Source: an optimization exercise on an open RTL-to-GDS flow (aim: small area, a short achievable clock period and few clock cycles). Production flows keep margins and buffers that such runs may drop.
RTL that was checked went through simulation tests only; none was proved equivalent to the original.

==> v23 <==
Design move_unmaker, start of the top module:
module move_unmaker #(
  parameter int DEPTH = 64,
  parameter int PW    = $clog2(DEPTH) + 1
) (
  input  logic          clk_in,
  input  logic          rst_in,
  input  logic          push_valid_in,
  input  logic [14:0]   push_move_in,
  input  logic [430:0]  push_board_in,
  output logic          push_ready_out,
  input  logic          undo_valid_in,
  input  logic [430:0]  board_in,
  output logic          undo_ready_out,
  output logic [430:0]  board_out,
  output logic          valid_out,
  output logic [PW-1:0] depth_out,
  output logic          error_out
);
  localparam int AW = $clog2(DEPTH);
  localparam int NUM_BB = 5;
  localparam int RW = 36;
  localparam logic [2:0] SPECIAL_UNKNOWN    = 3'd0;
  localparam logic [2:0] SPECIAL_CASTLE     = 3'd2;
  localparam logic [2:0] SPECIAL_EN_PASSANT = 3'd3;
  localparam logic [2:0] CAP_K    = 3'd5;
  localparam logic [2:0] CAP_NONE = 3'd7;
  logic [PW-1:0] r_depth;
  logic [RW-1:0] r_mem [0:DEPTH-2];
  logic [RW-1:0] r_top;
  logic [430:0]  r_board_out;
  ...
export LEC_CHECK = 0
export CAP_MARGIN = 20
export CORE_MARGIN = 2
export CORE_UTILIZATION = 40
export SETUP_SLACK_MARGIN = 3.8
export SLEW_MARGIN = 20
create_clock -name core_clock -period 7.0 [get_ports {clk_in}]
run.sh (not shown) runs the stock make flow with config.mk's settings and CLKGATE_MAP_FILE= SYNTH_SCRIPT=/design/flow/synth_recipe.tcl, a recipe that flattens the netlist after the stock synthesis.
==> v16 (differences from v23) <==
--- a/flow/design.v
+++ b/flow/design.v
@@ -25,26 +25,27 @@
   localparam logic [2:0] CAP_K    = 3'd5;
   localparam logic [2:0] CAP_NONE = 3'd7;
   logic [PW-1:0] r_depth;
   logic [RW-1:0] r_mem [0:DEPTH-2];
   logic [RW-1:0] r_top;
   logic [430:0]  r_board_out;
   logic          r_valid, r_error;
   logic          w_full, w_empty, w_push_ready, w_undo_ready, w_push_acc, w_undo_acc, w_reject;
-  logic [AW-1:0] r_wr_ptr, r_rd_ptr;
-  logic          r_full, r_empty;
-  assign w_full       = r_full;
-  assign w_empty      = r_empty;
+  logic [AW-1:0] w_wr_ptr, w_rd_ptr;
+  assign w_full       = r_depth[AW];
+  assign w_empty      = (r_depth == '0);
   assign w_push_ready = !rst_in && !w_full;
   assign w_undo_ready = !rst_in && !w_empty && !push_valid_in;
   assign w_push_acc   = push_valid_in && w_push_ready;
   assign w_undo_acc   = undo_valid_in && w_undo_ready;
   assign w_reject     = !rst_in && ((push_valid_in && w_full) ||
                         (undo_valid_in && w_empty && !push_valid_in));
+  assign w_wr_ptr     = r_depth[AW-1:0] - AW'(1);
+  assign w_rd_ptr     = r_depth[AW-1:0] - AW'(2);
   logic [63:0]   p_bb [0:NUM_BB-1];
   logic [5:0]    p_k0, p_k1, p_src, p_dst;
   logic [2:0]    p_special;
   logic [63:0]   p_occ;
   logic [2:0]    p_dx, p_cap_kind;
   logic          p_src_pawn, p_src_king, p_ep, p_castle_mv, p_promo;
   logic [4:0]    p_code;
   logic [RW-1:0] w_new_rec;
@@ -78,19 +79,17 @@
     else if (p_promo) p_code = {2'b10, p_cap_kind};
     else              p_code = {1'b0, p_castle_mv, p_cap_kind};
     w_new_rec = {p_src, p_dst, p_code, push_board_in[34:31], push_board_in[30:24],
                  push_board_in[23:17], push_board_in[0]};
   end
   logic [5:0]   u_src, u_dst, u_cap_sq, u_rook_from, u_rook_to, u_kb;
   logic [4:0]   u_code;
   logic [2:0]   u_cap_kind;
-  logic         u_castle_mv, u_promo, u_ep, u_b, u_nk;
-  logic [NUM_BB-1:0] u_has;
-  logic [63:0]  m_clr;
+  logic         u_castle_mv, u_promo, u_ep, u_b;
   logic [63:0]  u_bb [0:NUM_BB-1];
   logic [63:0]  u_pw, m_src, m_dst, m_cap, m_rf, m_rt;
   logic [5:0]   u_k0, u_k1;
   logic [430:0] w_rebuilt;
   always_comb begin
     u_src       = r_top[35:30];
     u_dst       = r_top[29:24];
     u_code      = r_top[23:19];
@@ -100,82 +99,66 @@
     u_cap_kind  = u_ep ? 3'd0 : u_code[2:0];
     u_cap_sq    = u_ep ? (u_code[1] ? (u_dst + 6'd8) : (u_dst - 6'd8)) : u_dst;
     u_b         = ~board_in[1];
     u_rook_from = {u_src[5:3], (u_dst < u_src) ? 3'd3 : 3'd5};
     u_rook_to   = {u_src[5:3], (u_dst < u_src) ? 3'd0 : 3'd7};
     m_src = 64'd1 << u_src;
     m_dst = 64'd1 << u_dst;
     m_cap = 64'd1 << u_cap_sq;
-    m_rf  = u_castle_mv ? (64'd1 << u_rook_from) : 64'd0;
-    m_rt  = u_castle_mv ? (64'd1 << u_rook_to) : 64'd0;
+    m_rf  = 64'd1 << u_rook_from;
+    m_rt  = 64'd1 << u_rook_to;
+    for (int i = 0; i < NUM_BB; i++) u_bb[i] = board_in[111 + 64*i +: 64];
     u_k0 = board_in[104:99];
     u_k1 = board_in[110:105];
     u_pw = board_in[98:35];
     u_kb = u_b ? u_k1 : u_k0;
-    u_nk = (u_kb != u_dst);
-    m_clr = u_nk ? m_dst : 64'd0;
-    for (int i = 0; i < NUM_BB; i++) begin
-      u_bb[i]  = board_in[111 + 64*i +: 64];
-      u_has[i] = u_promo ? (i == 0) : |(u_bb[i] & m_dst);
-      u_bb[i]  = (u_bb[i] & ~m_clr) | (u_nk && u_has[i] ? m_src : 64'd0) |
-                 ((u_cap_kind == 3'(i)) ? m_cap : 64'd0);
+    if (u_kb == u_dst) begin
+      if (u_b) u_k1 = u_src; else u_k0 = u_src;
+    end else if (u_promo) begin
+      for (int i = 0; i < NUM_BB; i++) u_bb[i] = u_bb[i] & ~m_dst;
+      u_bb[0] = u_bb[0] | m_src;
+    end else begin
+      for (int i = 0; i < NUM_BB; i++)
+        if (|(u_bb[i] & m_dst)) u_bb[i] = (u_bb[i] & ~m_dst) | m_src;
     end
-    u_bb[3] = (u_bb[3] & ~m_rf) | m_rt;
-    if (!u_nk) begin
-      if (u_b) u_k1 = u_src; else u_k0 = u_src;
-    end
+    u_pw = u_pw & ~m_dst;
+    u_pw = u_b ? (u_pw & ~m_src) : (u_pw | m_src);
+    for (int i = 0; i < NUM_BB; i++)
+      if (u_cap_kind == 3'(i)) u_bb[i] = u_bb[i] | m_cap;
     if (u_cap_kind == CAP_K) begin
       if (u_b) u_k0 = u_cap_sq; else u_k1 = u_cap_sq;
     end
-    u_pw = u_pw & ~m_dst;
-    u_pw = u_b ? (u_pw & ~m_src) : (u_pw | m_src);
     if (u_cap_kind != CAP_NONE) u_pw = u_b ? (u_pw | m_cap) : (u_pw & ~m_cap);
-    u_pw = u_pw & ~m_rf;
-    u_pw = u_b ? (u_pw & ~m_rt) : (u_pw | m_rt);
+    if (u_castle_mv) begin
+      u_bb[3] = (u_bb[3] & ~m_rf) | m_rt;
+      u_pw    = u_pw & ~m_rf;
+      u_pw    = u_b ? (u_pw & ~m_rt) : (u_pw | m_rt);
+    end
     w_rebuilt = {u_bb[4], u_bb[3], u_bb[2], u_bb[1], u_bb[0], u_k1, u_k0, u_pw,
                  r_top[18:15], r_top[14:8], r_top[7:1], board_in[16:1] - 16'd1, r_top[0]};
   end
   always_ff @(posedge clk_in) begin
     if (rst_in) begin
-      r_depth  <= '0;
-      r_wr_ptr <= '1;
-      r_rd_ptr <= AW'(DEPTH - 2);
-      r_full   <= 1'b0;
-      r_empty  <= 1'b1;
+      r_depth <= '0;
     end else if (w_push_acc) begin
-      r_depth  <= r_depth + PW'(1);
-      r_wr_ptr <= r_wr_ptr + AW'(1);
-      r_rd_ptr <= r_rd_ptr + AW'(1);
-      r_full   <= (r_depth == PW'(DEPTH - 1));
-      r_empty  <= 1'b0;
+      r_depth <= r_depth + PW'(1);
     end else if (w_undo_acc) begin
-      r_depth  <= r_depth - PW'(1);
-      r_wr_ptr <= r_wr_ptr - AW'(1);
-      r_rd_ptr <= r_rd_ptr - AW'(1);
-      r_full   <= 1'b0;
-      r_empty  <= (r_depth == PW'(1));
+      r_depth <= r_depth - PW'(1);
     end
   end
   always_ff @(posedge clk_in) begin
     r_valid     <= w_undo_acc;
     r_error     <= w_reject;
     r_board_out <= w_rebuilt;
   end
-  logic [RW-1:0] w_rd_data;
-  always_comb begin
-    w_rd_data = '0;
-    for (int k = 0; k < DEPTH-1; k++)
-      if (r_rd_ptr == AW'(k)) w_rd_data = w_rd_data | r_mem[k];
-  end
   always_ff @(posedge clk_in) begin
     if (w_push_acc)      r_top <= w_new_rec;
-    else if (w_undo_acc) r_top <= w_rd_data;
-    for (int k = 0; k < DEPTH-1; k++)
-      if (r_wr_ptr == AW'(k)) r_mem[k] <= r_top;
+    else if (w_undo_acc) r_top <= r_mem[w_rd_ptr];
+    if (!w_empty && !w_full) r_mem[w_wr_ptr] <= r_top;
   end
   assign push_ready_out = w_push_ready;
   assign undo_ready_out = w_undo_ready;
   assign board_out      = r_board_out;
   assign valid_out      = r_valid;
   assign depth_out      = r_depth;
   assign error_out      = r_error;
 endmodule
CORE_UTILIZATION = 60   (was 40)
SETUP_SLACK_MARGIN = 3.6   (was 3.8)
TNS_END_PERCENT = 20   (was default)
==> results.txt <==
- v23 finished with timing, DRC and antenna clean. v16 stopped in global routing (5_1_grt).
- Between v16 and v23, the lower synthesized area is in v23 (gap 4.9%, measured against v23).
- Against v16, the synthesized cell count of v23 is higher by about 11%.
==> figures <==
Width of the die: v16 441.1 um; v23 526.6 um
Final GP Congestion: v16 1.384; v23 1.187
Initial core utilization: v16 60.33%; v23 40.28%
Share of cell area taken by muxes after synthesis: v16 16.61%; v23 2.289%
Cell variety after synth: v16 80; v23 89
Simple-gate area share of the yosys netlist: v16 6.367%; v23 8.432%
Count of state elements after synthesis: v16 2744; v23 2758
CTS resizes: v16 258; v23 1206
Sink Count: v16 2744; v23 2758
Status: v16 aborted with a tool error; v23 complete, no violations
Failing step: v16 global routing (5_1_grt); v23 -
Cell count after placement: v16 10270; v23 12200
Site Rows: v16 160; v23 191
Hpwl dp: v16 425.0 mm; v23 478.3 mm
Proportion of netlist area held by the largest area contributor: v16 60.36%; v23 63.32%
Die Span Y: v16 441.1 um; v23 526.6 um
Seq/Total Area, Yosys: v16 68.04%; v23 71.64%
Testbench counts of v23, summed over its fixed seeds: cycles 24,001.
The RTL of v16 was laid out without a check of its function.

[separate check: timing with driven ports]
In the flow no input, the clock included, has a driving cell. The finished layout below was timed again as built, in two steps. Step 1 assumes that a clkbuf_16 drives the clock port and a buf_2 every other input. Step 2 moves the port delays by t, midway between the first and last clock arrival at a register: inputs arrive t later, outputs are due t later. That takes back most of the time a late clock gives input paths. Slacks: no drivers / after step 1 / after step 2; pairs: no drivers / after step 1.
run: v23
t (ns): 1.005
setup slack, ns: 3.396 / 3.396 / 2.411
worst hold slack (ns): 0.372 / 0.372 / 0.372
worst setup path at the end: input to register
worst data-port slew with drivers (ns): 0.51
After both steps v23 still meets setup and hold. For v23, drivers alone change the setup slack by 0.000 ns; drivers and shift together by -0.985 ns.
